Background: an optimization exercise with open tools, aiming at small area, a short achievable clock period and few clock cycles. Do not read the settings as production practice. RTL that was checked went through simulation tests only; none was proved equivalent to the original.

==> 11-08: inputs <==
==> flow/design.v <==
`timescale 1ns/1ps
`default_nettype none
package event_sched_pkg;
    localparam int ADDR_W     = 16;
    localparam int COORD_W    = 8;
    localparam int ROW_STRIDE = 256;
    parameter int HALF_WIN    = 2;
    parameter int QUEUE_DEPTH = 16;
    function automatic logic lt8(input logic [7:0] a, input logic [7:0] b);
        logic r;
        r = 1'b0;
        for (int i = 0; i < 8; i++) r = (~a[i] & b[i]) | (~a[i] & r) | (b[i] & r);
        lt8 = r;
    endfunction
    function automatic logic lt16(input logic [15:0] a, input logic [15:0] b);
        logic r;
        r = 1'b0;
        for (int i = 0; i < 16; i++) r = (~a[i] & b[i]) | (~a[i] & r) | (b[i] & r);
        lt16 = r;
    endfunction
endpackage
`default_nettype wire
`timescale 1ns/1ps
`default_nettype none
module todo_lane (
    input  logic       seg_vld,
    input  logic [7:0] seg_top,
    input  logic [7:0] seg_lo,
    input  logic [7:0] seg_hi,
    input  logic       first,
    input  logic [7:0] row,
    input  logic [7:0] col,
    output logic       act,
    output logic       cont,
    output logic       cov1,
    output logic       later
);
    logic [8:0] d;      
    logic       ge0, le3, le4, eqm1;
    assign d    = {1'b0, row} - {1'b0, seg_top};
    assign ge0  = !d[8];
    assign le4  = ge0 && (d[7:0] <= 8'd4);
    assign le3  = ge0 && (d[7:0] <= 8'd3);
    assign eqm1 = (d == 9'h1ff);
    assign act   = seg_vld && !first && le4 && event_sched_pkg::lt8(col, seg_hi);
    assign cont  = act && !event_sched_pkg::lt8(col + 8'd1, seg_lo);
    assign cov1  = seg_vld && !first && (le3 || eqm1);
    assign later = seg_vld && (first || (d[8] && !eqm1));
endmodule
`default_nettype wire
`timescale 1ns/1ps
`default_nettype none
module window_picker #(
    parameter int N = 5
) (
    input  logic [N-1:0]   mask,
    input  logic [N*N-1:0] ord,
    output logic [N-1:0]   pick
);
    always_comb begin
        for (int i = 0; i < N; i++) begin
            pick[i] = mask[i];
            for (int j = 0; j < N; j++) begin
                if (j != i && mask[j] && !ord[i*N+j]) pick[i] = 1'b0;
            end
        end
    end
endmodule
`default_nettype wire
`timescale 1ns/1ps
`default_nettype none
module sched_ctrl (
    input  logic [15:0] ev,
    input  logic        cur_vld,
    input  logic [7:0]  cur_top,
    input  logic [7:0]  cur_hi,
    output logic        fresh,
    output logic        merge,
    output logic [7:0]  new_top,
    output logic [7:0]  new_lo,
    output logic [7:0]  new_hi
);
    logic [15:0] last_fresh;
    logic [7:0]  ev_row;
    logic [7:0]  ev_col;
    assign ev_row     = ev[15:8];
    assign ev_col     = ev[7:0];
    assign last_fresh = {cur_top + 8'd2, cur_hi - 8'd2};
    assign fresh = !cur_vld || event_sched_pkg::lt16(last_fresh, ev);
    assign merge = cur_vld && (ev_row == cur_top + 8'd2)
                   && !event_sched_pkg::lt8(cur_hi + 8'd3, ev_col);
    assign new_top = ev_row - 8'd2;
    assign new_lo  = ev_col - 8'd2;
    assign new_hi  = ev_col + 8'd2;
endmodule
`default_nettype wire
`timescale 1ns/1ps
`default_nettype none
module event_sched_top #(
    parameter int NS = 3
) (
    input  logic        clk,
    input  logic        rst_n,
    input  logic [15:0] event_addr,
    input  logic        event_valid,
    output logic        event_ready,
    output logic [15:0] window_addr,
    output logic        window_valid,
    input  logic        window_ready
);
    localparam int N = NS + 1;
    logic [N-1:0]  seg_vld;
    logic [7:0]    seg_top [N];
    logic [7:0]    seg_lo  [N];
    logic [7:0]    seg_hi  [N];
    logic [NS-1:0] older [NS];
    logic [15:0]   ev;       
    logic          rdy;      
    logic [15:0]   pos;      
    logic          wv;
    logic          first;    
    logic          fresh, merge;
    logic [7:0]    new_top, new_lo, new_hi;
    logic          room, consume, open_seg;
    logic [NS-1:0] alloc;
    assign event_ready  = rdy;
    assign window_valid = wv;
    assign window_addr  = pos;
    sched_ctrl sched_ctrl_inst (
        .ev(ev),
        .cur_vld(seg_vld[NS]),
        .cur_top(seg_top[NS]),
        .cur_hi(seg_hi[NS]),
        .fresh(fresh),
        .merge(merge),
        .new_top(new_top),
        .new_lo(new_lo),
        .new_hi(new_hi)
    );
    assign room     = !seg_vld[NS] || !(&seg_vld[NS-1:0]);
    assign consume  = !rdy && (!fresh || merge || room);
    assign open_seg = !rdy && fresh && !merge && room;
    always_comb begin
        alloc = '0;
        for (int s = NS - 1; s >= 0; s--) begin
            if (!seg_vld[s]) alloc = NS'(1) << s;
        end
        if (!(open_seg && seg_vld[NS])) alloc = '0;
    end
    logic [7:0]   R, C;
    logic [N-1:0] act, cont, cov1, later;
    logic [N*N-1:0] lo_before, age_before;
    logic [N-1:0] pick_in, pick_c1, pick_l;
    logic [7:0]   ht, hc;
    logic [N-1:0] lo_early, key_early;
    assign R = pos[15:8];
    assign C = pos[7:0];
    for (genvar s = 0; s < N; s++) begin : g_seg
        todo_lane todo_lane_inst (
            .seg_vld(seg_vld[s]),
            .seg_top(seg_top[s]),
            .seg_lo(seg_lo[s]),
            .seg_hi(seg_hi[s]),
            .first(first),
            .row(R),
            .col(C),
            .act(act[s]),
            .cont(cont[s]),
            .cov1(cov1[s]),
            .later(later[s])
        );
    end
    assign ht = seg_top[NS];
    assign hc = seg_hi[NS] - 8'd4;
    always_comb begin
        for (int i = 0; i < N; i++) begin
            lo_early[i]  = event_sched_pkg::lt8(seg_lo[i], hc);
            key_early[i] = (i == NS) ? event_sched_pkg::lt8(seg_lo[i], hc) : 1'b1;
            for (int j = 0; j < N; j++) begin
                lo_before[i*N+j] = (i < j) ? !event_sched_pkg::lt8(seg_lo[j], seg_lo[i]) : event_sched_pkg::lt8(seg_lo[i], seg_lo[j]);
                if (i == NS)      age_before[i*N+j] = 1'b0;
                else if (j == NS) age_before[i*N+j] = 1'b1;
                else if (i < j)   age_before[i*N+j] = older[i][j];
                else              age_before[i*N+j] = !older[j][i];
            end
        end
    end
    window_picker #(.N(N)) pick_in_inst (.mask(act),   .ord(lo_before),  .pick(pick_in));
    window_picker #(.N(N)) pick_c1_inst (.mask(cov1),  .ord(lo_before),  .pick(pick_c1));
    window_picker #(.N(N)) pick_l_inst  (.mask(later), .ord(age_before), .pick(pick_l));
    logic        any_act, any_cont, any_c1, any_l;
    logic [7:0]  lo_in, lo_c1, lo_l, top_l;
    logic        early_in, early_c1, early_l;
    logic [7:0]  R1, C1;
    logic        due;
    logic [15:0] nxt;
    assign any_act  = |act;
    assign any_cont = |cont;
    assign any_c1   = |cov1;
    assign any_l    = |later;
    assign R1       = R + 8'd1;
    assign C1       = C + 8'd1;
    always_comb begin
        lo_in = '0; lo_c1 = '0; lo_l = '0; top_l = '0;
        early_in = 1'b0; early_c1 = 1'b0; early_l = 1'b0;
        for (int s = 0; s < N; s++) begin
            lo_in    = lo_in    | ({8{pick_in[s]}} & seg_lo[s]);
            lo_c1    = lo_c1    | ({8{pick_c1[s]}} & seg_lo[s]);
            lo_l     = lo_l     | ({8{pick_l[s]}}  & seg_lo[s]);
            top_l    = top_l    | ({8{pick_l[s]}}  & seg_top[s]);
            early_in = early_in | (pick_in[s] & lo_early[s]);
            early_c1 = early_c1 | (pick_c1[s] & lo_early[s]);
            early_l  = early_l  | (pick_l[s]  & key_early[s]);
        end
    end
    always_comb begin
        if (any_act) begin
            nxt = {R, any_cont ? C1 : lo_in};
            due = event_sched_pkg::lt8(R, ht) || (R == ht && (any_cont ? event_sched_pkg::lt8(C1, hc) : early_in));
        end else if (any_c1) begin
            nxt = {R1, lo_c1};
            due = event_sched_pkg::lt8(R1, ht) || (R1 == ht && early_c1);
        end else begin
            nxt = {top_l, lo_l};
            due = any_l && early_l;
        end
    end
    always_ff @(posedge clk) begin
        if (rdy && event_valid) begin
            ev <= event_addr;
        end
        for (int s = 0; s < NS; s++) begin
            if (alloc[s]) begin
                seg_top[s] <= seg_top[NS];
                seg_lo[s]  <= seg_lo[NS];
                seg_hi[s]  <= seg_hi[NS];
                for (int j = 0; j < NS; j++) begin
                    if (j < s) older[j][s] <= 1'b1;
                    if (j > s) older[s][j] <= 1'b0;
                end
            end
        end
        if (open_seg) begin
            seg_top[NS] <= new_top;
            seg_lo[NS]  <= new_lo;
        end
        if (consume && fresh) begin
            seg_hi[NS] <= new_hi;
        end
        if ((!wv || window_ready) && due) begin
            pos <= nxt;
        end
    end
    always_ff @(posedge clk or negedge rst_n) begin
        if (!rst_n) begin
            seg_vld <= '0;
            rdy     <= 1'b1;
            wv      <= 1'b0;
            first   <= 1'b1;
        end else begin
            seg_vld[NS-1:0] <= (seg_vld[NS-1:0] & (act[NS-1:0] | cov1[NS-1:0] | later[NS-1:0])) | alloc;
            if (open_seg) seg_vld[NS] <= 1'b1;
            rdy <= rdy ? !event_valid : consume;
            if (!wv || window_ready) begin
                wv <= due;
                if (due) first <= 1'b0;
            end
        end
    end
endmodule
`default_nettype wire
==> flow/run.sh <==
#!/bin/bash
# synth_recipe.tcl (not shown) runs the flow's synth.tcl, then flattens the netlist and writes it again
# the make line also repeats each setting of config.mk as NAME=value (left out here)
make -C /OpenROAD-flow-scripts/flow DESIGN_CONFIG=/design/flow/config.mk WORK_HOME=/design/flow/orfs CLKGATE_MAP_FILE= SYNTH_SCRIPT=/design/flow/synth_recipe.tcl finish
==> flow/config.mk <==
export PLATFORM = sky130hd
export DESIGN_NAME = event_sched_top
export DESIGN_NICKNAME = event_sched_top
export VERILOG_FILES = /design/flow/design.v
export SDC_FILE = /design/flow/constraint.sdc
export NUM_CORES = 8
export LEC_CHECK = 0
export ABC_AREA = 1
export CAP_MARGIN = 20
export CORE_MARGIN = 2
export CORE_UTILIZATION = 40
export SETUP_SLACK_MARGIN = 0.5
export SLEW_MARGIN = 20
==> flow/constraint.sdc <==
create_clock -name core_clock -period 14.5 [get_ports {clk}]
set_input_delay 2.9000 -clock core_clock [delete_from_list [all_inputs] [get_ports {clk}]]
set_output_delay 2.9000 -clock core_clock [all_outputs]
set_load 0.01 [all_outputs]
==> 02-05 (differences from 11-08) <==
--- a/flow/design.v
+++ b/flow/design.v
@@ -72,24 +72,13 @@
 module sched_ctrl (
-    input  logic [15:0] ev,
-    input  logic        cur_vld,
-    input  logic [7:0]  cur_top,
-    input  logic [7:0]  cur_hi,
-    output logic        fresh,
-    output logic        merge,
-    output logic [7:0]  new_top,
-    output logic [7:0]  new_lo,
-    output logic [7:0]  new_hi
-);
-    logic [15:0] last_fresh;
-    logic [7:0]  ev_row;
-    logic [7:0]  ev_col;
-    assign ev_row     = ev[15:8];
-    assign ev_col     = ev[7:0];
-    assign last_fresh = {cur_top + 8'd2, cur_hi - 8'd2};
-    assign fresh = !cur_vld || event_sched_pkg::lt16(last_fresh, ev);
-    assign merge = cur_vld && (ev_row == cur_top + 8'd2)
-                   && !event_sched_pkg::lt8(cur_hi + 8'd3, ev_col);
-    assign new_top = ev_row - 8'd2;
-    assign new_lo  = ev_col - 8'd2;
-    assign new_hi  = ev_col + 8'd2;
+    input  logic [7:0] ev_top,
+    input  logic [7:0] ev_lo,
+    input  logic       cur_vld,
+    input  logic [7:0] cur_top,
+    input  logic [7:0] cur_hc,
+    output logic       fresh,
+    output logic       merge
+);
+    assign fresh = !cur_vld || event_sched_pkg::lt16({cur_top, cur_hc}, {ev_top, ev_lo});
+    assign merge = cur_vld && (ev_top == cur_top)
+                   && !event_sched_pkg::lt8(cur_hc + 8'd5, ev_lo);
 endmodule
@@ -116,3 +105,5 @@
     logic [NS-1:0] older [NS];
-    logic [15:0]   ev;       
+    logic [7:0]    ev_top;   
+    logic [7:0]    ev_lo;
+    logic          multi;    
     logic          rdy;      
@@ -122,3 +113,2 @@
     logic          fresh, merge;
-    logic [7:0]    new_top, new_lo, new_hi;
     logic          room, consume, open_seg;
@@ -129,11 +119,9 @@
     sched_ctrl sched_ctrl_inst (
-        .ev(ev),
+        .ev_top(ev_top),
+        .ev_lo(ev_lo),
         .cur_vld(seg_vld[NS]),
         .cur_top(seg_top[NS]),
-        .cur_hi(seg_hi[NS]),
+        .cur_hc(seg_hi[NS]),
         .fresh(fresh),
-        .merge(merge),
-        .new_top(new_top),
-        .new_lo(new_lo),
-        .new_hi(new_hi)
+        .merge(merge)
     );
@@ -149,3 +137,3 @@
     end
-    logic [7:0]   R, C;
+    logic [7:0]   R, C, R1, C1;
     logic [N-1:0] act, cont, cov1, later;
@@ -154,6 +142,8 @@
     logic [7:0]   ht, hc;
-    logic [N-1:0] lo_early, key_early;
-    assign R = pos[15:8];
-    assign C = pos[7:0];
-    for (genvar s = 0; s < N; s++) begin : g_seg
+    logic         lo_early;
+    assign R  = pos[15:8];
+    assign C  = pos[7:0];
+    assign R1 = R + 8'd1;
+    assign C1 = C + 8'd1;
+    for (genvar s = 0; s < NS; s++) begin : g_seg
         todo_lane todo_lane_inst (
@@ -173,9 +163,20 @@
     assign ht = seg_top[NS];
-    assign hc = seg_hi[NS] - 8'd4;
+    assign hc = seg_hi[NS];
+    logic r_eq, r1_eq, r1_lt, c1_lt;
+    assign r_eq  = (R == ht);
+    assign r1_eq = (R1 == ht);
+    assign r1_lt = event_sched_pkg::lt8(R1, ht);
+    assign c1_lt = event_sched_pkg::lt8(C1, hc);
+    assign act[NS]   = seg_vld[NS] && !first && r_eq && c1_lt;
+    assign cont[NS]  = act[NS] && !event_sched_pkg::lt8(C1, seg_lo[NS]);
+    assign cov1[NS]  = seg_vld[NS] && !first && r1_eq;
+    assign later[NS] = seg_vld[NS] && (first || r1_lt);
+    assign lo_early = multi;
     always_comb begin
         for (int i = 0; i < N; i++) begin
-            lo_early[i]  = event_sched_pkg::lt8(seg_lo[i], hc);
-            key_early[i] = (i == NS) ? event_sched_pkg::lt8(seg_lo[i], hc) : 1'b1;
             for (int j = 0; j < N; j++) begin
-                lo_before[i*N+j] = (i < j) ? !event_sched_pkg::lt8(seg_lo[j], seg_lo[i]) : event_sched_pkg::lt8(seg_lo[i], seg_lo[j]);
+                if (i == NS)      lo_before[i*N+j] = !event_sched_pkg::lt8(seg_lo[j], seg_lo[i]);
+                else if (j == NS) lo_before[i*N+j] = event_sched_pkg::lt8(seg_lo[i], seg_lo[j]);
+                else if (i < j)   lo_before[i*N+j] = !event_sched_pkg::lt8(seg_lo[j], seg_lo[i]);
+                else              lo_before[i*N+j] = event_sched_pkg::lt8(seg_lo[i], seg_lo[j]);
                 if (i == NS)      age_before[i*N+j] = 1'b0;
@@ -193,3 +194,2 @@
     logic        early_in, early_c1, early_l;
-    logic [7:0]  R1, C1;
     logic        due;
@@ -200,7 +200,4 @@
     assign any_l    = |later;
-    assign R1       = R + 8'd1;
-    assign C1       = C + 8'd1;
     always_comb begin
         lo_in = '0; lo_c1 = '0; lo_l = '0; top_l = '0;
-        early_in = 1'b0; early_c1 = 1'b0; early_l = 1'b0;
         for (int s = 0; s < N; s++) begin
@@ -210,7 +207,7 @@
             top_l    = top_l    | ({8{pick_l[s]}}  & seg_top[s]);
-            early_in = early_in | (pick_in[s] & lo_early[s]);
-            early_c1 = early_c1 | (pick_c1[s] & lo_early[s]);
-            early_l  = early_l  | (pick_l[s]  & key_early[s]);
-        end
-    end
+        end
+    end
+    assign early_in = act[NS] && (!pick_in[NS] || lo_early);
+    assign early_c1 = !pick_c1[NS] || lo_early;
+    assign early_l  = !pick_l[NS] || lo_early;
     always_comb begin
@@ -218,6 +215,6 @@
             nxt = {R, any_cont ? C1 : lo_in};
-            due = event_sched_pkg::lt8(R, ht) || (R == ht && (any_cont ? event_sched_pkg::lt8(C1, hc) : early_in));
+            due = event_sched_pkg::lt8(R, ht) || (r_eq && (any_cont ? c1_lt : early_in));
         end else if (any_c1) begin
             nxt = {R1, lo_c1};
-            due = event_sched_pkg::lt8(R1, ht) || (R1 == ht && early_c1);
+            due = r1_lt || (r1_eq && early_c1);
         end else begin
@@ -229,3 +226,4 @@
         if (rdy && event_valid) begin
-            ev <= event_addr;
+            ev_top <= event_addr[15:8] - 8'd2;
+            ev_lo  <= event_addr[7:0] - 8'd2;
         end
@@ -235,3 +233,3 @@
                 seg_lo[s]  <= seg_lo[NS];
-                seg_hi[s]  <= seg_hi[NS];
+                seg_hi[s]  <= seg_hi[NS] + 8'd4;
                 for (int j = 0; j < NS; j++) begin
@@ -243,7 +241,10 @@
         if (open_seg) begin
-            seg_top[NS] <= new_top;
-            seg_lo[NS]  <= new_lo;
+            seg_top[NS] <= ev_top;
+            seg_lo[NS]  <= ev_lo;
+            multi       <= 1'b0;
+        end else if (consume && fresh) begin
+            multi       <= 1'b1;
         end
         if (consume && fresh) begin
-            seg_hi[NS] <= new_hi;
+            seg_hi[NS] <= ev_lo;
         end
==> flow/flow/run.sh (new file) <==
#!/bin/bash
# The standard layout, with faster port buffers than the default choice and
# a clock tree without dummy loads.
set -euo pipefail
export BUFFER_PORTS_ARGS="-buffer_cell sky130_fd_sc_hd__buf_4"
export CTS_ARGS="-sink_clustering_enable -repair_clock_nets -buf_list sky130_fd_sc_hd__clkbuf_8 -dont_use_dummy_load"
bash standard.sh finish > standard_flow.log 2>&1
==> flow/standard.sh (new file) <==
#!/bin/bash
# synth_recipe.tcl (not shown) runs the flow's synth.tcl, then flattens the netlist and writes it again
# the make line also repeats each setting of config.mk as NAME=value (left out here)
make -C /OpenROAD-flow-scripts/flow DESIGN_CONFIG=/design/flow/config.mk WORK_HOME=/design/flow/orfs CLKGATE_MAP_FILE= SYNTH_SCRIPT=/design/flow/synth_recipe.tcl "${@:-finish}"
--- a/flow/config.mk
+++ b/flow/config.mk
@@ -11,2 +11,3 @@
 export CORE_UTILIZATION = 40
+export CTS_BUF_LIST = sky130_fd_sc_hd__clkbuf_8
 export SETUP_SLACK_MARGIN = 0.5
removed: flow/run.sh
==> 08-24 (differences from 11-08) <==
--- a/flow/design.v
+++ b/flow/design.v
@@ -72,24 +72,15 @@
 module sched_ctrl (
-    input  logic [15:0] ev,
-    input  logic        cur_vld,
-    input  logic [7:0]  cur_top,
-    input  logic [7:0]  cur_hi,
-    output logic        fresh,
-    output logic        merge,
-    output logic [7:0]  new_top,
-    output logic [7:0]  new_lo,
-    output logic [7:0]  new_hi
-);
-    logic [15:0] last_fresh;
-    logic [7:0]  ev_row;
-    logic [7:0]  ev_col;
-    assign ev_row     = ev[15:8];
-    assign ev_col     = ev[7:0];
-    assign last_fresh = {cur_top + 8'd2, cur_hi - 8'd2};
-    assign fresh = !cur_vld || event_sched_pkg::lt16(last_fresh, ev);
-    assign merge = cur_vld && (ev_row == cur_top + 8'd2)
-                   && !event_sched_pkg::lt8(cur_hi + 8'd3, ev_col);
-    assign new_top = ev_row - 8'd2;
-    assign new_lo  = ev_col - 8'd2;
-    assign new_hi  = ev_col + 8'd2;
+    input  logic [7:0] ev_top,
+    input  logic [7:0] ev_hi,
+    input  logic       cur_vld,
+    input  logic [7:0] cur_top,
+    input  logic [7:0] cur_hi,
+    output logic       fresh,
+    output logic       merge,
+    output logic [7:0] new_lo
+);
+    assign fresh  = !cur_vld || event_sched_pkg::lt16({cur_top, cur_hi}, {ev_top, ev_hi});
+    assign merge  = cur_vld && (ev_top == cur_top)
+                    && !event_sched_pkg::lt8(cur_hi, ev_hi - 8'd5);
+    assign new_lo = ev_hi - 8'd4;
 endmodule
@@ -116,3 +107,4 @@
     logic [NS-1:0] older [NS];
-    logic [15:0]   ev;       
+    logic [7:0]    ev_top;   
+    logic [7:0]    ev_hi;
     logic          rdy;      
@@ -122,3 +114,3 @@
     logic          fresh, merge;
-    logic [7:0]    new_top, new_lo, new_hi;
+    logic [7:0]    new_lo;
     logic          room, consume, open_seg;
@@ -129,3 +121,4 @@
     sched_ctrl sched_ctrl_inst (
-        .ev(ev),
+        .ev_top(ev_top),
+        .ev_hi(ev_hi),
         .cur_vld(seg_vld[NS]),
@@ -135,5 +128,3 @@
         .merge(merge),
-        .new_top(new_top),
-        .new_lo(new_lo),
-        .new_hi(new_hi)
+        .new_lo(new_lo)
     );
@@ -149,3 +140,3 @@
     end
-    logic [7:0]   R, C;
+    logic [7:0]   R, C, R1, C1;
     logic [N-1:0] act, cont, cov1, later;
@@ -155,5 +146,7 @@
     logic [N-1:0] lo_early, key_early;
-    assign R = pos[15:8];
-    assign C = pos[7:0];
-    for (genvar s = 0; s < N; s++) begin : g_seg
+    assign R  = pos[15:8];
+    assign C  = pos[7:0];
+    assign R1 = R + 8'd1;
+    assign C1 = C + 8'd1;
+    for (genvar s = 0; s < NS; s++) begin : g_seg
         todo_lane todo_lane_inst (
@@ -174,2 +167,11 @@
     assign hc = seg_hi[NS] - 8'd4;
+    logic r_eq, r1_eq, r1_lt, c1_lt;
+    assign r_eq  = (R == ht);
+    assign r1_eq = (R1 == ht);
+    assign r1_lt = event_sched_pkg::lt8(R1, ht);
+    assign c1_lt = event_sched_pkg::lt8(C1, hc);
+    assign act[NS]   = seg_vld[NS] && !first && r_eq && c1_lt;
+    assign cont[NS]  = act[NS] && !event_sched_pkg::lt8(C1, seg_lo[NS]);
+    assign cov1[NS]  = seg_vld[NS] && !first && r1_eq;
+    assign later[NS] = seg_vld[NS] && (first || r1_lt);
     always_comb begin
@@ -193,3 +195,2 @@
     logic        early_in, early_c1, early_l;
-    logic [7:0]  R1, C1;
     logic        due;
@@ -200,4 +201,2 @@
     assign any_l    = |later;
-    assign R1       = R + 8'd1;
-    assign C1       = C + 8'd1;
     always_comb begin
@@ -218,6 +217,6 @@
             nxt = {R, any_cont ? C1 : lo_in};
-            due = event_sched_pkg::lt8(R, ht) || (R == ht && (any_cont ? event_sched_pkg::lt8(C1, hc) : early_in));
+            due = event_sched_pkg::lt8(R, ht) || (r_eq && (any_cont ? c1_lt : early_in));
         end else if (any_c1) begin
             nxt = {R1, lo_c1};
-            due = event_sched_pkg::lt8(R1, ht) || (R1 == ht && early_c1);
+            due = r1_lt || (r1_eq && early_c1);
         end else begin
@@ -229,3 +228,4 @@
         if (rdy && event_valid) begin
-            ev <= event_addr;
+            ev_top <= event_addr[15:8] - 8'd2;
+            ev_hi  <= event_addr[7:0] + 8'd2;
         end
@@ -243,3 +243,3 @@
         if (open_seg) begin
-            seg_top[NS] <= new_top;
+            seg_top[NS] <= ev_top;
             seg_lo[NS]  <= new_lo;
@@ -247,3 +247,3 @@
         if (consume && fresh) begin
-            seg_hi[NS] <= new_hi;
+            seg_hi[NS] <= ev_hi;
         end
==> flow/flow/run.sh (new file) <==
#!/bin/bash
# The standard layout, with faster port buffers than the default choice.
set -euo pipefail
export BUFFER_PORTS_ARGS="-buffer_cell sky130_fd_sc_hd__buf_4"
bash standard.sh finish > standard_flow.log 2>&1
==> flow/standard.sh (new file) <==
#!/bin/bash
# synth_recipe.tcl (not shown) runs the flow's synth.tcl, then flattens the netlist and writes it again
# the make line also repeats each setting of config.mk as NAME=value (left out here)
make -C /OpenROAD-flow-scripts/flow DESIGN_CONFIG=/design/flow/config.mk WORK_HOME=/design/flow/orfs CLKGATE_MAP_FILE= SYNTH_SCRIPT=/design/flow/synth_recipe.tcl "${@:-finish}"
removed: flow/run.sh
==> notes <==
08-24 ran to the end with no violations. 02-05 ran to the end with no violations. 11-08 completed without violations.
Register-to-register slack: 11-08 < 02-05 < 08-24.
Die area, highest first: 11-08, 08-24, 02-05.
In 11-08 the worst setup slack is worse than in 08-24, by 0.53 ns.
Via count: 11-08 > 08-24 > 02-05.
The highest cell count belongs to 11-08, the lowest to 02-05.
Sequential share of layout area: 11-08 is lower than 08-24 (1.5 points).
Testbench counts of 02-05, summed over its fixed seeds: cycles 16,611.
Testbench counts of 08-24, summed over its fixed seeds: cycles 16,611.
Function not checked in 11-08: the RTL went through the layout flow alone.

-- what the ideal ports hide --
No port has a modelled driver above. Below, the same layouts with a new extraction and two added sets of constraints. Step 1 (the two cells are an assumption about what drives the block):
set clk [get_ports {clk}]
set_driving_cell -lib_cell sky130_fd_sc_hd__clkbuf_16 $clk
set_driving_cell -lib_cell sky130_fd_sc_hd__buf_2 [delete_from_list [all_inputs] $clk]
Step 2, shift: input delay + t, output delay - t, t = (earliest + latest rising clock arrival at the registers) / 2. This alone moves slack from input paths to output paths. a / b / c = ideal ports / drivers / drivers and shift; a / b = the first two.
run	t (ns)	setup WS [ns]	worst setup path at the end	worst slew at a driven data input, ns	pins driven straight from the clock port
11-08	0.480	9.790 / 9.741 / 9.885	register to register	0.03	1
02-05	0.482	10.207 / 10.207 / 10.207	register to register	0.03	1
08-24	0.469	10.320 / 10.274 / 10.406	register to register	0.03	1
After both steps setup and hold are still met in every run listed.
